Context: an optimization exercise on an open-source flow, tuned for small area. The choices shown serve that exercise and are no tape-out recipe.
The RTL was checked by simulation tests, not by an equivalence proof against the original design.
No driver is modelled on the clock port, so clock power and skew are understated where the tree is cut down; a real chip needs a root buffer or a tree.
No activity file was given, so power comes from the tool's default toggle rates.

Setup of run D:
==> module hub75_bcm_ctl, before the edit <==
module hub75_bcm_ctl #(
  parameter int COLOR_COUNT = 3,
  parameter int COLOR_BITS = 4,
  parameter int COL_ADDR_BITS = 6,
  parameter int ROW_ADDR_BITS = 4,
  parameter int SECTIONS = 2,
  parameter int BLANK_CYCLES = 4,
  parameter int ON_UNIT = 8
) (
  input  logic clk,
  input  logic rst,
  input  logic enable,
  input  logic [7:0] brightness,
  input  logic [SECTIONS*COLOR_COUNT*(2**COL_ADDR_BITS)*COLOR_BITS-1:0] row_in,
  input  logic row_valid,
  output logic row_req,
  output logic [ROW_ADDR_BITS-1:0] next_row,
  output logic hub_clk,
  output logic hub_lat,
  output logic hub_noe,
  output logic [ROW_ADDR_BITS-1:0] hub_mux,
  output logic [SECTIONS*COLOR_COUNT-1:0] s_out,
  output logic frame_done
);
  localparam int C = 2**COL_ADDR_BITS;
  localparam int SC = SECTIONS*COLOR_COUNT;
  localparam int L = 255;
  localparam logic [1:0] P_IDLE = 2'd0, P_SHIFT = 2'd1, P_BLANK = 2'd2, P_DISP = 2'd3;
  logic [1:0] ph, ph_n;            
  logic [6:0] cnt, cnt_n;          
  logic [5:0] cnt_hi;
  assign cnt = {cnt_hi, hub_clk};
  logic [1:0] plane, plane_n;
  logic [6:0] br, br_n;            
  logic nreq;                      
  logic load, nload;
  logic sh, bl, dp, cin, e, req_n, done_n, lat_n;
  logic [5:0] up;
  logic [6:0] mask;
  assign load = row_req & row_valid;
  assign nload = nreq | ~row_valid;
  always_comb begin
    sh = ph == P_SHIFT;
    bl = ph == P_BLANK;
    dp = ph == P_DISP;
    cin = cnt[0] | ~sh;
    {e, up} = {1'b0, cnt[6:1]} + 7'(cin);
    ph_n = ph;
    plane_n = plane;
    req_n = row_req;
    done_n = 1'b0;
    case (ph)
      P_IDLE: begin
        req_n = row_req ? !row_valid : enable;
        if (load) ph_n = P_SHIFT;
      end
      P_SHIFT: if (e) begin
        ph_n = P_BLANK;
        plane_n = plane + 1'b1;
      end
      P_BLANK: if (e) ph_n = P_DISP;
      default: if (e) begin
        if (plane == 2'd0) begin
          ph_n = P_IDLE;
          req_n = enable;
          done_n = &next_row;
        end else begin
          ph_n = P_SHIFT;
        end
      end
    endcase
    case (plane)
      2'd1: mask = 7'b0001110;
      2'd2: mask = 7'b0000110;
      2'd3: mask = 7'b0000010;
      default: mask = 7'b0000000;
    endcase
    if (ph == P_IDLE) cnt_n = '0;
    else cnt_n = {up, sh & ~cnt[0]}
                 | (sh & e ? 7'b1101110 : 7'b0)
                 | (bl & e || dp & !e ? mask : 7'b0);
    lat_n = bl && cnt[4:1] == 4'b1010;
    br_n = bl & e ? {brightness[7:2], &brightness[1:0]} : br;
  end
  always_ff @(posedge clk) begin
    br <= br_n;
    cnt_hi <= cnt_n[6:1];
  end
  logic [SC-1:0][L-1:0] ring, rin;
  localparam int H0 = 63, H1 = 126, H2 = 190, H3 = 254;
  for (genvar b = 0; b < 4; b++) begin : g_pl
    for (genvar kk = (b == 0 ? 1 : 0); kk < C; kk++) begin : g_col
      localparam int HB = b == 0 ? H0 : b == 1 ? H1 : b == 2 ? H2 : H3;
      localparam int J = (2*(HB - kk)) % L;
      for (genvar i = 0; i < SC; i++) begin : g_ln
        assign rin[i][J] = row_in[(i*C + C-1 - kk)*COLOR_BITS + b];
      end
    end
  end
  always_ff @(posedge clk) begin
    for (int i = 0; i < SC; i++)
      for (int k = 0; k < L; k++)
        ring[i][k] <= ~((load | ring[i][(k+L-1)%L]) & (nload | rin[i][k]));
  end
  logic [SC-1:0] tap, s_n;
  always_comb
    for (int i = 0; i < SC; i++) begin
      case (plane)
        2'd0: tap[i] = ring[i][125];
        2'd1: tap[i] = ~ring[i][141];
        2'd2: tap[i] = ring[i][167];
        default: tap[i] = ~ring[i][209];
      endcase
      s_n[i] = load ? row_in[(i*C + C-1)*COLOR_BITS] :
               ph_n == P_SHIFT && (cnt_n[0] ? s_out[i] : tap[i]);
    end
  always_ff @(posedge clk or posedge rst) begin
    if (rst) begin
      ph <= P_IDLE;
      hub_clk <= 1'b0;
      plane <= '0;
      next_row <= '0;
      hub_lat <= 1'b0;
      hub_noe <= 1'b1;
      hub_mux <= '0;
      s_out <= '0;
      row_req <= 1'b0;
      nreq <= 1'b1;
      frame_done <= 1'b0;
    end else begin
      ph <= ph_n;
      hub_clk <= cnt_n[0];
      plane <= plane_n;
      if (dp && e && plane == 2'd0) next_row <= next_row + 1'b1;
      hub_lat <= lat_n;
      hub_noe <= !(ph_n == P_DISP && {cnt_n[6:1], 1'b1} <= br_n);
      if (lat_n) hub_mux <= next_row;
      s_out <= s_n;
      row_req <= req_n;
      nreq <= !req_n;
      frame_done <= done_n;
    end
  end
endmodule
clock: 10.0 ns
lec_check: 0
cap_margin: 20
core_area: 10 10 530 530
die_area: 0 0 540 540
place_density: 0.7
slew_margin: 35
standard.sh (not shown) runs the stock make flow with config.mk's settings and CLKGATE_MAP_FILE= SYNTH_SCRIPT=/design/flow/synth_recipe.tcl, a recipe that flattens the netlist after the stock synthesis.
==> flow/flow/run.sh <==
#!/bin/bash
# Standard ORFS layout, with minimum-size port buffers and the clock tree
# built by cts_tree.tcl (recursive-bisection clusters) in place of TritonCTS.
set -euo pipefail
# Leaves: inv_16 driving about 36 flip-flops; two levels of clkbuf_16 with
# fanout 4; a clkinv_16 root on the clock port (two inversions in all).
export CT_LEAF_SINKS=${CT_LEAF_SINKS:-34}
export CT_LEAF_BUF=${CT_LEAF_BUF:-sky130_fd_sc_hd__inv_16}
export CT_UP_BUFS=${CT_UP_BUFS:-"sky130_fd_sc_hd__clkbuf_16 sky130_fd_sc_hd__clkbuf_16"}
export CT_ROOT_BUF=${CT_ROOT_BUF:-sky130_fd_sc_hd__clkinv_16}
export CT_FANOUTS=${CT_FANOUTS:-"4 4"}
export CT_SLEW_TARGET=${CT_SLEW_TARGET:-0.112}
bash standard.sh \
  'BUFFER_PORTS_ARGS=-buffer_cell sky130_fd_sc_hd__buf_1' \
  "PRE_CTS_TCL=$PWD/flow/cts_tree.tcl" \
  finish > flow.log 2>&1
Other scripts of this flow, unchanged in this note and not shown: flow/flow/cts_tree.tcl
Run D ended with every stage complete and zero timing, DRC or antenna violations.
diff inputs: run D => run B
-- flow/design.v --
<<< run D, line 55
        if (load) ph_n = P_SHIFT;
      end
      P_SHIFT: if (e) begin
        ph_n = P_BLANK;
        plane_n = plane + 1'b1;
      end
      P_BLANK: if (e) ph_n = P_DISP;
      default: if (e) begin
        if (plane == 2'd0) begin
          ph_n = P_IDLE;
          req_n = enable;
>>> run B, line 55
        if (load) ph_n = P_SHIFT;
      end
      P_SHIFT: if (e) ph_n = P_BLANK;
      P_BLANK: if (e) ph_n = P_DISP;
      default: if (e) begin
        plane_n = plane + 1'b1;
        if (plane == 2'd3) begin
          ph_n = P_IDLE;
          req_n = enable;
<<< run D, line 71
    endcase
    case (plane)
      2'd1: mask = 7'b0001110;
      2'd2: mask = 7'b0000110;
      2'd3: mask = 7'b0000010;
      default: mask = 7'b0000000;
    endcase
>>> run B, line 69
    endcase
    case (plane)
      2'd0: mask = 7'b0001110;
      2'd1: mask = 7'b0000110;
      2'd2: mask = 7'b0000010;
      default: mask = 7'b0000000;
    endcase
<<< run D, line 80
                 | (sh & e ? 7'b1101110 : 7'b0)
                 | (bl & e || dp & !e ? mask : 7'b0);
    lat_n = bl && cnt[4:1] == 4'b1010;
    br_n = bl & e ? {brightness[7:2], &brightness[1:0]} : br;
  end
>>> run B, line 78
                 | (sh & e ? 7'b1101110 : 7'b0)
                 | (bl & e || dp & !e ? mask : 7'b0);
    lat_n = ph_n == P_BLANK && cnt_n == 7'b1110110;
    br_n = bl & e ? {brightness[7:2], &brightness[1:0]} : br;
  end
<<< run D, line 106
  always_comb
    for (int i = 0; i < SC; i++) begin
      case (plane)
        2'd0: tap[i] = ring[i][125];
        2'd1: tap[i] = ~ring[i][141];
>>> run B, line 104
  always_comb
    for (int i = 0; i < SC; i++) begin
      case (plane_n)
        2'd0: tap[i] = ring[i][125];
        2'd1: tap[i] = ~ring[i][141];
<<< run D, line 132
      hub_clk <= cnt_n[0];
      plane <= plane_n;
      if (dp && e && plane == 2'd0) next_row <= next_row + 1'b1;
      hub_lat <= lat_n;
      hub_noe <= !(ph_n == P_DISP && {cnt_n[6:1], 1'b1} <= br_n);
>>> run B, line 130
      hub_clk <= cnt_n[0];
      plane <= plane_n;
      if (dp && e && plane == 2'd3) next_row <= next_row + 1'b1;
      hub_lat <= lat_n;
      hub_noe <= !(ph_n == P_DISP && {cnt_n[6:1], 1'b1} <= br_n);
Notes after the runs:
NOTE: data arrival at the endpoint of the critical path in run B exceeds that of run D. Compared with run D, run B shows a higher final worst-path cycle share. Note that the total power recorded for run B amounts to 1.2 times the value seen in run D. Compared with run D, run B shows clock network latency to the later pin of the worst-skew pair lower by 50 ps. Summary: with run D as the reference, area taken by multi-input logic gates in run B moved up by a few percent. Portion of total power attributed to combinational logic was higher in the run labelled run B. Relative to run D, post-synthesis cell type count has increased by 2 in run B. Run D -> run B: sequential cell area share flat. Number of standard cells after synthesis: run B vs run D up 0.50%. Sort run B and run D by first-pass GRT wire length desc -> top: run B. Clock network fraction of design power is higher on run D. Run B and run D ended up with roughly the same cell area after layout. Cmp run B vs run D: setup slack lower in run B. Run B — antenna diode instance count 2 lower, run D as reference.
No run of this note takes its clock network from TritonCTS; it comes from the design's own scripts or RTL.

-- what the ideal ports hide --
How much do the figures lean on ideal ports? The routed layouts below were timed once more, with nothing changed but the port constraints. Step 1 sets driving cells, clkbuf_16 on the clock port and buf_2 on the other inputs (assumed; they add their load-dependent delay and slew). Step 2 adds t to the input delays and takes it off the output delays; t is the mean of the earliest and latest rising clock arrival at the registers after step 1. Input paths then give back, and output paths get back, about the clock's delay inside the block. Slacks: no drivers / after step 1 / after step 2; pairs: no drivers / after step 1.
run	t (ns)	slack for setup (ns)	worst hold slack (ns)	worst setup path after step 2
run D	0.794	5.802 / 5.866 / 5.072	0.340 / 0.340 / 0.340	input to register
run B	0.785	5.667 / 5.740 / 4.955	0.390 / 0.390 / 0.390	input to register
After both steps setup and hold are still met in every run listed. The setup slack of run D, which loses most, moves by +0.064 ns with the drivers and by -0.730 ns with both steps.
